Context: an optimization exercise on an open-source flow, tuned for small area, a short achievable clock period and few clock cycles per item. The choices shown serve that exercise and are no tape-out recipe. The RTL was checked by simulation tests, not by an equivalence proof against the original design.

## variable_adjust_chain_alu
module variable_adjust_chain_alu
(
    input  logic                clk,
    input  logic                rst_n,
    input  logic                in_valid,
    output logic                in_ready,
    input  logic [173:0]        in_data_bits,
    output logic                out_valid,
    input  logic                out_ready,
    output logic [32:0]         out_data_bits
);
    logic [31:0] f_value, f_mask, f_add, f_divmod, f_start;
    logic [4:0]  f_shift;
    logic [1:0]  f_kind, f_size;
    logic [3:0]  f_op;
    logic        f_chain;
    assign {f_value, f_shift, f_mask, f_add, f_divmod, f_kind, f_op, f_size, f_chain, f_start} = in_data_bits;
    logic [5:0]  state_reg, state_next;
    logic [31:0] acc_reg;
    logic        outv_reg;
    logic [31:0] out_r_reg;
    logic        out_dz_reg;
    logic [31:0] x_reg, r_reg, d_reg;
    logic [3:0]  op_reg;
    logic [4:0]  cnt_reg;
    logic        neg_reg, wrem_reg, phase_reg, mul_reg, dz_reg, sd_reg, sgn_reg;
    logic        byte_q, word_q, kdiv_q, kmod_q;
    logic        div_q, sgn_q, rem_q, mul_q, max_q, csgn_q, sub_q;
    assign out_valid     = outv_reg;
    assign out_data_bits = {out_r_reg, out_dz_reg};
    logic s_idle, s_add, s_align, s_iter, s_fix, s_alu, s_shl;
  ...
Settings: LEC_CHECK=0, ABC_AREA=1, CAP_MARGIN=20, CORE_MARGIN=2, CORE_UTILIZATION=40, PLACE_DENSITY=0.6, SETUP_SLACK_MARGIN=2.5, SLEW_MARGIN=20; clock period 7.0 ns.
run.sh (not shown) runs the stock make flow with config.mk's settings and CLKGATE_MAP_FILE= SYNTH_SCRIPT=/design/flow/synth_recipe.tcl, a recipe that flattens the netlist after the stock synthesis.
Testbench counts at the start, summed over its fixed seeds: cycles 24,882, items 3,200.
Edit:
--- a/flow/design.v
+++ b/flow/design.v
@@ -165,22 +165,25 @@
             ng_in = x_reg;
             ng_s  = nx_s;
         end
         ng_out = cneg(ng_in, ng_s);
     end
     logic [5:0]  lz_p, lz_n, lz_d, lz_x, k_full;
-    logic        no_iter, d_zero, d_one, nx_neg;
+    logic        no_iter, d_zero, d_one, nx_neg, mul_swap;
+    logic [5:0]  lz_acc;
     always_comb
     begin
         lz_p    = lzc(x_reg);
         lz_n    = lzc(~x_reg);
         lz_d    = lzc(d_reg);
         lz_x    = nx_s ? (lz_n - 6'd1) : lz_p;
         no_iter = (lz_x > lz_d);
         k_full  = lz_d - lz_x;
         d_zero  = (d_reg == 32'd0);
+        lz_acc  = lzc(acc_reg);
+        mul_swap = (lz_acc > lz_p);
         d_one   = (d_reg == 32'd1);
         nx_neg  = wrem_reg ? nx_s : (nx_s ^ sd_reg);
     end
     logic [31:0] m_add;
     logic [32:0] m_sum;
     logic        ge;
@@ -208,14 +211,14 @@
             state_next[S_ALIGN] = kdiv_q || kmod_q;
             state_next[S_ALU]   = !(kdiv_q || kmod_q);
         end
         else if (s_align)
         begin
             state_next[S_FIX]  = d_zero || ((no_iter || d_one) && phase_reg)
-                                 || (d_one && !phase_reg && !wrem_reg && nx_neg);
-            state_next[S_ALU]  = !d_zero && !phase_reg && ((no_iter && !d_one) || (d_one && (wrem_reg || !nx_neg)));
+                                 || (!no_iter && d_one && !phase_reg && !wrem_reg && nx_neg);
+            state_next[S_ALU]  = !d_zero && !phase_reg && (no_iter || (d_one && (wrem_reg || !nx_neg)));
             state_next[S_SHL]  = !d_zero && !no_iter && !d_one;
         end
         else if (s_shl)
         begin
             state_next[S_ITER] = 1'b1;
         end
@@ -320,13 +323,13 @@
                     neg_reg <= 1'b0;
                 end
                 else
                 begin
                     r_reg   <= ng_out;
                     neg_reg <= nx_neg;
-                    if (d_one)
+                    if (d_one && !no_iter)
                     begin
                         r_reg <= 32'd0;
                         x_reg <= wrem_reg ? 32'd0 : ng_out;
                     end
                 end
             end
@@ -360,12 +363,17 @@
                 x_reg     <= a_op;
                 d_reg     <= ng_out;
                 if (mul_q)
                 begin
                     r_reg   <= 32'd0;
                     neg_reg <= 1'b0;
+                    if (mul_swap)
+                    begin
+                        x_reg <= b_val;
+                        d_reg <= a_val;
+                    end
                 end
                 else if (b_zero)
                 begin
                     dz_reg  <= 1'b1;
                     r_reg   <= 32'd0;
                     x_reg   <= 32'd0;
Result: The new run completed with no timing, DRC or antenna violations. Hold slack improves by 0.013 ns. Count of clock-buffer cells in the layout decreases by 1. Maximum frequency decreases by about 16%. Non-clock buffer count increases by 55. First-iteration DRC count increases by 31%.
Testbench counts after the change, summed over its fixed seeds: cycles 23,589, items 3,200.

* * *

variable_adjust_chain_alu, a different RTL version from the one above (not shown whole).
Size: about 200 flip-flops, roughly 210 I/O pins.
make LEC_CHECK=0 ABC_AREA=1 CAP_MARGIN=20 CORE_MARGIN=2 CORE_UTILIZATION=35 PLACE_DENSITY=0.6 SETUP_SLACK_MARGIN=2.5 SLEW_MARGIN=20 finish   # period 7.0 ns
Testbench counts at the start, summed over its fixed seeds: cycles 24,490, items 3,200.
==> next run, changes <==
--- a/flow/design.v
+++ b/flow/design.v
@@ -135,24 +135,26 @@
         msk       = {{16{!narrow}}, {8{!byte_q}}, 8'hFF};
         op_simple = !div_q && !mul_q;
     end
     assign is_final = (s_alu && op_simple) || (s_fix && phase_reg);
     assign out_free = !outv_reg || out_ready;
     assign in_ready = s_idle || (is_final && !outv_reg);
     assign accept   = in_valid && in_ready;
     assign done     = is_final && out_free;
     logic [31:0] f_dext;
+    logic        f_ds;
     always_comb
     begin
         if (f_kind == ADJ_DIV)
             f_dext = sext_size(f_divmod, f_size == SZ_BYTE, f_size == SZ_WORD);
         else
             f_dext = f_divmod & {{16{f_size[1]}}, {8{f_size != SZ_BYTE}}, 8'hFF};
+        f_ds = (f_kind == ADJ_DIV) && f_dext[31];
     end
     function logic [31:0] rev32(input logic [31:0] v);
         logic [31:0] r;
         for (int i = 0; i < 32; i++)
             r[i] = v[31 - i];
         rev32 = r;
     endfunction
     logic [31:0] sh_in, sh_out, in_shifted;
     logic [4:0]  sh_amt;
@@ -197,31 +199,25 @@
         case (op_reg)
             OP_ADD, OP_SUB:                     alu_res = aux_sum[31:0];
             OP_SMIN, OP_SMAX, OP_UMIN, OP_UMAX: alu_res = pick_a ? a_val : b_val;
             OP_AND:                             alu_res = a_val & b_val;
             OP_OR:                              alu_res = a_val | b_val;
             OP_XOR:                             alu_res = a_val ^ b_val;
             default:                            alu_res = b_val;
         endcase
     end
-    logic [31:0] ng_in, ng_out, dext;
+    logic [31:0] ng_in, ng_out;
     logic        ng_s, nx_s, nd_s;
     always_comb
     begin
-        dext = kdiv_q ? sext_size(d_reg, byte_q, word_q) : (d_reg & msk);
         nx_s = sgn_reg && x_reg[31];
-        nd_s = s_alu ? b_top : (kdiv_q && dext[31]);
-        if (s_add)
-        begin
-            ng_in = dext;
-            ng_s  = nd_s;
-        end
-        else if (s_alu)
+        nd_s = b_top;
+        if (s_alu)
         begin
             ng_in = b_op;
             ng_s  = nd_s;
         end
         else if (s_fix)
         begin
             ng_in = wrem_reg ? r_reg : x_reg;
             ng_s  = neg_reg;
         end
@@ -339,19 +335,20 @@
             out_dz_reg <= dz_reg;
         end
     end
     always_ff @(posedge clk)
     begin
         if (in_ready)
         begin
             x_reg    <= in_shifted & f_mask;
             r_reg    <= sext_size(f_add, f_size == SZ_BYTE, f_size == SZ_WORD);
-            d_reg    <= f_divmod;
+            d_reg    <= cneg(f_dext, f_ds);
+            sd_reg   <= f_ds;
             dzin_q   <= (f_dext == 32'd0);
             op_reg   <= f_op;
             byte_q   <= (f_size == SZ_BYTE);
             word_q   <= (f_size == SZ_WORD);
             kdiv_q   <= (f_kind == ADJ_DIV);
             kmod_q   <= (f_kind == ADJ_MOD);
             div_q    <= (f_op == OP_SDIV) || (f_op == OP_SMOD) || (f_op == OP_UDIV) || (f_op == OP_UMOD);
             sgn_q    <= (f_op == OP_SDIV) || (f_op == OP_SMOD);
             rem_q    <= (f_op == OP_SMOD) || (f_op == OP_UMOD);
@@ -366,20 +363,18 @@
         begin
             if (s_add)
             begin
                 x_reg     <= m_sum[31:0];
                 if ((kdiv_q || kmod_q) && dzin_q)
                 begin
                     x_reg  <= 32'd0;
                     dz_reg <= 1'b1;
                 end
-                d_reg     <= ng_out;
-                sd_reg    <= nd_s;
                 sgn_reg   <= kdiv_q || narrow;
                 wrem_reg  <= kmod_q;
                 phase_reg <= 1'b0;
                 mul_reg   <= 1'b0;
             end
             if (s_align)
             begin
                 if (!wrem_reg || phase_reg)
                     x_reg <= 32'd0;
Effect: Cell count rises by 1.1%. Setup slack improved by 0.014 ns. Wire length shrinks by 11%. Synthesized cell count rose by 0.45%. Count of clock-buffer cells in the layout is unchanged. Via count decreases by 1.6%. Final area rises by 1.2%.
Testbench counts after the change, summed over its fixed seeds: cycles 24,490, items 3,200.

static timing again, ports no longer ideal:
In the flow no input, the clock included, has a driving cell. The finished layouts below were timed again as built, in two steps. Step 1 assumes that a clkbuf_16 drives the clock port and a buf_2 every other input. Step 2, shift: input delay + t, output delay - t, t = (earliest + latest rising clock arrival at the registers) / 2. This alone moves slack from input paths to output paths. Slacks: no drivers / after step 1 / after step 2; pairs: no drivers / after step 1.
run	t, ns	setup WS [ns]	worst hold slack (ns)	worst setup path at the end
the first run of note 1	0.587	2.466 / 2.466 / 2.057	0.452 / 0.452 / 0.452	input to register
the second run of note 1	0.587	1.630 / 1.630 / 1.630	0.465 / 0.465 / 0.465	register to register
the first run of note 2	0.591	2.565 / 2.565 / 2.117	0.454 / 0.454 / 0.454	input to register
the second run of note 2	0.582	2.578 / 2.578 / 2.118	0.523 / 0.523 / 0.523	input to register
After both steps setup and hold are still met in every run listed. For the second run of note 2, which loses most, drivers alone change the setup slack by 0.000 ns; drivers and shift together by -0.460 ns.
